What follows belongs to an exercise in optimizing a design on an open flow for small area; a production flow would make more cautious choices. Function was checked by simulation only, so behaviour that the tests miss may differ from the original. No activity file was given, so power comes from the tool's default toggle rates.

==> flow/design.v <==
package pcie_app_pkg;
  localparam int DATA_W      = 64;
  localparam int KEEP_W      = DATA_W / 8;
  localparam int REG_ADDR_W  = 10;
  localparam int USER_ADDR_W = 9;
  localparam logic [31:0] DESIGN_ID = 32'hA5E0_0101;
  localparam logic [7:0] FMT_TYPE_MRD32 = 8'h00;
  localparam logic [7:0] FMT_TYPE_MWR32 = 8'h40;
  localparam logic [7:0] FMT_TYPE_CPLD  = 8'h4A;
  typedef union packed {
    struct packed {
      logic [15:0] rid;
      logic [7:0]  tag;
      logic [3:0]  last_be;
      logic [3:0]  first_be;
      logic [7:0]  fmt_type;
      logic        rsvd0;
      logic [2:0]  tc;
      logic [3:0]  rsvd1;
      logic        td;
      logic        ep;
      logic [1:0]  attr;
      logic [1:0]  rsvd2;
      logic [9:0]  length;
    } hdr;
    struct packed {
      logic [31:0] data;
      logic [29:0] addr;
      logic [1:0]  addr_rsvd;
    } ad;
  } tlp_beat_u;
endpackage
`timescale 1ns/100ps
import pcie_app_pkg::*;
module pcie_app
#(
  parameter int NUM_REGS = 16
)
(
  input  logic                   pcie_core_clk_i,
  input  logic                   rst_n_i,
  input  logic                   s_axis_tx_tready_i,
  output logic [DATA_W-1:0]      s_axis_tx_tdata_o,
  output logic [KEEP_W-1:0]      s_axis_tx_tkeep_o,
  output logic                   s_axis_tx_tlast_o,
  output logic                   s_axis_tx_tvalid_o,
  input  logic [DATA_W-1:0]      m_axis_rx_tdata_i,
  input  logic                   m_axis_rx_tlast_i,
  input  logic                   m_axis_rx_tvalid_i,
  output logic                   m_axis_rx_tready_o,
  input  logic [7:0]             cfg_bus_number_i,
  input  logic [4:0]             cfg_device_number_i,
  input  logic [2:0]             cfg_function_number_i,
  output logic [31:0]            user_data_o,
  output logic [USER_ADDR_W-1:0] user_addr_o,
  output logic                   user_wr_req_o,
  input  logic [31:0]            user_data_i,
  input  logic                   user_rd_ack_i,
  output logic                   user_rd_req_o
);
  function automatic int bits_for(input int n);
    bits_for = 1;
    while ((1 << bits_for) < n)
      bits_for++;
  endfunction
  localparam int NR = NUM_REGS - 1;         
  localparam int PW = bits_for(NUM_REGS);   
  localparam logic [2:0] ST_CLR  = 3'd0;   
  localparam logic [2:0] ST_IDLE = 3'd1;   
  localparam logic [2:0] ST_DISC = 3'd2;   
  localparam logic [2:0] ST_WR   = 3'd3;   
  localparam logic [2:0] ST_RD   = 3'd4;   
  localparam logic [2:0] ST_CPL0 = 3'd5;   
  localparam logic [2:0] ST_RDW  = 3'd6;   
  localparam logic [2:0] ST_CPL1 = 3'd7;   
  function automatic logic [31:0] dw_swap(input logic [31:0] dw);
    dw_swap = {dw[7:0], dw[15:8], dw[23:16], dw[31:24]};
  endfunction
  logic [2:0]       st_q;
  logic [PW-1:0]    pos_q;
  logic [NR*32-1:0] ring_q;
  logic [31:0]      ring_out;
  logic [31:0]      ring_in;
  logic [31:0]      val_q;      
  logic [31:0]      val_src;
  logic [2:0]       tc_q;
  logic [1:0]       attr_q;
  logic [15:0]      rid_q;
  logic [7:0]       tag_q;
  logic [63:0] d;
  logic [9:0]  a;
  logic        vld;
  logic        a_user;
  logic        a_reg;
  logic        a_here;
  logic        hdr_ok;
  logic        wr_now;
  assign d      = m_axis_rx_tdata_i;
  assign a      = d[11:2];
  assign vld    = m_axis_rx_tvalid_i;
  assign a_user = a[9];
  assign a_reg  = !a[9] && (a != 10'd0) && (a < 10'(NUM_REGS));
  assign a_here = (a[PW-1:0] == pos_q);
  assign hdr_ok = ((d[31:24] == FMT_TYPE_MRD32) || (d[31:24] == FMT_TYPE_MWR32)) &&
                  (d[9:0] == 10'd1);
  assign ring_out = ring_q[NR*32-1 -: 32];
  assign wr_now   = (st_q == ST_WR) && vld && a_reg && a_here;
  assign ring_in = (st_q == ST_CLR) ? '0 : wr_now ? dw_swap(d[63:32]) : ring_out;
  generate
    if (NR > 1)
    begin : g_ring
      always_ff @(posedge pcie_core_clk_i)
        ring_q <= {ring_q[NR*32-33:0], ring_in};
    end
    else
    begin : g_word
      always_ff @(posedge pcie_core_clk_i)
        ring_q <= ring_in;
    end
  endgenerate
  always_ff @(posedge pcie_core_clk_i or negedge rst_n_i)
  begin
    if (!rst_n_i)
    begin
      st_q  <= ST_CLR;
      pos_q <= PW'(1);
    end
    else
    begin
      pos_q <= (pos_q == PW'(NR)) ? PW'(1) : pos_q + PW'(1);
      case (st_q)
        ST_CLR:
          if (pos_q == PW'(NR))
            st_q <= ST_IDLE;
        ST_IDLE:
          if (vld && !m_axis_rx_tlast_i)
            st_q <= !hdr_ok ? ST_DISC : d[30] ? ST_WR : ST_RD;
        ST_DISC:
          if (vld && m_axis_rx_tlast_i)
            st_q <= ST_IDLE;
        ST_WR:
          if (vld && (!a_reg || a_here))
            st_q <= ST_IDLE;
        ST_RD:
          if (vld)
            st_q <= ST_CPL0;
        ST_CPL0:
          if (s_axis_tx_tready_i)
            st_q <= ST_RDW;
        ST_RDW:
          if (a_user ? user_rd_ack_i : (!a_reg || a_here))
            st_q <= ST_CPL1;
        ST_CPL1:
          if (s_axis_tx_tready_i)
            st_q <= ST_IDLE;
        default:
          st_q <= ST_IDLE;
      endcase
    end
  end
  assign val_src = (st_q == ST_IDLE) ?
                     {cfg_bus_number_i, cfg_device_number_i, cfg_function_number_i, 16'h0004} :
                   a_user          ? dw_swap(user_data_i) :
                   a_reg           ? dw_swap(ring_out) :
                   (a == 10'd0)    ? dw_swap(DESIGN_ID) : '0;
  always_ff @(posedge pcie_core_clk_i)
  begin
    if (st_q == ST_IDLE)
    begin
      tc_q   <= d[22:20];
      attr_q <= d[13:12];
      rid_q  <= d[63:48];
      tag_q  <= d[47:40];
    end
    if ((st_q == ST_IDLE) || (st_q == ST_RDW))
      val_q <= val_src;
  end
  assign m_axis_rx_tready_o = (st_q == ST_IDLE) || (st_q == ST_DISC) ||
                              ((st_q == ST_WR) && (!a_reg || a_here)) ||
                              ((st_q == ST_CPL1) && s_axis_tx_tready_i);
  assign user_wr_req_o = (st_q == ST_WR) && vld && a_user;
  assign user_rd_req_o = (st_q == ST_RDW) && a_user;
  assign user_addr_o   = a[USER_ADDR_W-1:0];
  assign user_data_o   = dw_swap(d[63:32]);
  assign s_axis_tx_tvalid_o = (st_q == ST_CPL0) || (st_q == ST_CPL1);
  assign s_axis_tx_tlast_o  = (st_q == ST_CPL1);
  assign s_axis_tx_tkeep_o  = '1;
  assign s_axis_tx_tdata_o  = (st_q == ST_CPL1) ?
    {val_q, rid_q, tag_q, 1'b0, a[4:0], 2'b00} :
    {val_q, FMT_TYPE_CPLD, 1'b0, tc_q, 4'b0000, 2'b00, attr_q, 2'b00, 10'd1};
endmodule
export LEC_CHECK = 0
export CAP_MARGIN = 20
export CORE_MARGIN = 2
export CORE_UTILIZATION = 60
export SLEW_MARGIN = 20
create_clock -name core_clock -period 4.0 [get_ports {pcie_core_clk_i}]
standard.sh (not shown) runs the stock make flow with config.mk's settings and CLKGATE_MAP_FILE= SYNTH_SCRIPT=/design/flow/synth_recipe.tcl, a recipe that flattens the netlist after the stock synthesis.
==> flow/flow/run.sh <==
#!/bin/bash
# Standard ORFS layout with smaller port buffers and a leaner clock tree.
set -euo pipefail
export BUFFER_PORTS_ARGS="-buffer_cell sky130_fd_sc_hd__buf_1"
export CTS_ARGS="-sink_clustering_enable -repair_clock_nets -dont_use_dummy_load -buf_list sky130_fd_sc_hd__clkbuf_8 -sink_clustering_size 20 -sink_clustering_max_diameter 60"
bash standard.sh > standard.log 2>&1
Rerun with:
--- a/flow/design.v
+++ b/flow/design.v
@@ -76,10 +76,12 @@
   function automatic logic [31:0] dw_swap(input logic [31:0] dw);
     dw_swap = {dw[7:0], dw[15:8], dw[23:16], dw[31:24]};
   endfunction
   logic [2:0]       st_q;
   logic [PW-1:0]    pos_q;
+  logic [PW-1:0]    pos_nxt;
+  logic             pos_last;   
   logic [NR*32-1:0] ring_q;
   logic [31:0]      ring_out;
   logic [31:0]      ring_in;
   logic [31:0]      val_q;      
   logic [31:0]      val_src;
@@ -93,31 +95,49 @@
   logic        a_user;
   logic        a_reg;
   logic        a_here;
   logic        hdr_ok;
   logic        wr_now;
+  logic        ring_keep;
+  logic        sel_cfg;
+  logic        sel_usr;
+  logic        sel_reg;
+  logic        sel_id;
   assign d      = m_axis_rx_tdata_i;
   assign a      = d[11:2];
   assign vld    = m_axis_rx_tvalid_i;
   assign a_user = a[9];
   assign a_reg  = !a[9] && (a != 10'd0) && (a < 10'(NUM_REGS));
   assign a_here = (a[PW-1:0] == pos_q);
   assign hdr_ok = ((d[31:24] == FMT_TYPE_MRD32) || (d[31:24] == FMT_TYPE_MWR32)) &&
                   (d[9:0] == 10'd1);
   assign ring_out = ring_q[NR*32-1 -: 32];
   assign wr_now   = (st_q == ST_WR) && vld && a_reg && a_here;
-  assign ring_in = (st_q == ST_CLR) ? '0 : wr_now ? dw_swap(d[63:32]) : ring_out;
+  assign ring_keep = (st_q != ST_CLR) && !wr_now;
+  assign ring_in   = ({32{wr_now}} & dw_swap(d[63:32])) | ({32{ring_keep}} & ring_out);
   generate
     if (NR > 1)
     begin : g_ring
       always_ff @(posedge pcie_core_clk_i)
         ring_q <= {ring_q[NR*32-33:0], ring_in};
     end
     else
     begin : g_word
       always_ff @(posedge pcie_core_clk_i)
         ring_q <= ring_in;
+    end
+  endgenerate
+  generate
+    if (NUM_REGS == 16)
+    begin : g_lfsr
+      assign pos_nxt  = {pos_q[2:0], pos_q[3] ^ pos_q[2]};
+      assign pos_last = (pos_q == 4'b1000);
+    end
+    else
+    begin : g_count
+      assign pos_nxt  = (pos_q == PW'(NR)) ? PW'(1) : pos_q + PW'(1);
+      assign pos_last = (pos_q == PW'(NR));
     end
   endgenerate
   always_ff @(posedge pcie_core_clk_i or negedge rst_n_i)
   begin
     if (!rst_n_i)
@@ -125,14 +145,14 @@
       st_q  <= ST_CLR;
       pos_q <= PW'(1);
     end
     else
     begin
-      pos_q <= (pos_q == PW'(NR)) ? PW'(1) : pos_q + PW'(1);
+      pos_q <= pos_nxt;
       case (st_q)
         ST_CLR:
-          if (pos_q == PW'(NR))
+          if (pos_last)
             st_q <= ST_IDLE;
         ST_IDLE:
           if (vld && !m_axis_rx_tlast_i)
             st_q <= !hdr_ok ? ST_DISC : d[30] ? ST_WR : ST_RD;
         ST_DISC:
@@ -156,15 +176,19 @@
         default:
           st_q <= ST_IDLE;
       endcase
     end
   end
-  assign val_src = (st_q == ST_IDLE) ?
-                     {cfg_bus_number_i, cfg_device_number_i, cfg_function_number_i, 16'h0004} :
-                   a_user          ? dw_swap(user_data_i) :
-                   a_reg           ? dw_swap(ring_out) :
-                   (a == 10'd0)    ? dw_swap(DESIGN_ID) : '0;
+  assign sel_cfg = (st_q == ST_IDLE);
+  assign sel_usr = !sel_cfg && a_user;
+  assign sel_reg = !sel_cfg && a_reg;
+  assign sel_id  = !sel_cfg && (a == 10'd0);
+  assign val_src = ({32{sel_cfg}} & {cfg_bus_number_i, cfg_device_number_i, cfg_function_number_i,
+                                     16'h0004}) |
+                   ({32{sel_usr}} & dw_swap(user_data_i)) |
+                   ({32{sel_reg}} & dw_swap(ring_out)) |
+                   ({32{sel_id}}  & dw_swap(DESIGN_ID));
   always_ff @(posedge pcie_core_clk_i)
   begin
     if (st_q == ST_IDLE)
     begin
       tc_q   <= d[22:20];
Effect:
- synthesized area falls by 1.9%
- cell area decreases by 1.2%
- register-to-register slack is better by 0.25 ns
- clock-buffer cell count does not change
- non-clock buffer count came out higher by 3
- total power drops by 0.96%
- flip-flop and latch count is unchanged
- core utilization came out higher by 1.0 points
- fmax is higher by 9.1%
- wire length climbs by 3.6%
- global-route usage came out higher by 0.84 points
- clock power hardly moves
- setup slack improved by 0.29 ns
- cell count drops by 4.1%

port drivers added, routing unchanged:
No port has a modelled driver above. Below, the same layouts with a new extraction and two added sets of constraints. Step 1 assumes that a clkbuf_16 drives the clock port and a buf_2 every other input. Step 2 moves the port delays by t, midway between the first and last clock arrival at a register: inputs arrive t later, outputs are due t later. That takes back most of the time a late clock gives input paths. Slacks: ideal / step 1 / step 2; pairs: ideal / step 1.
run | shift t [ns] | setup WS [ns] | hold slack, ns | worst setup path at the end | clock arrival spread, ns
the first run | 0.621 | 0.499 / 0.459 / 0.814 | 0.097 / 0.090 / 0.307 | input to output | 0.053 / 0.053
the second run | 0.630 | 0.792 / 0.772 / 0.772 | 0.115 / 0.099 / 0.314 | input to output | 0.038 / 0.038
After both steps every run listed still meets setup and hold. The setup slack of the second run, which loses most, moves by -0.020 ns with the drivers and by -0.020 ns with both steps.
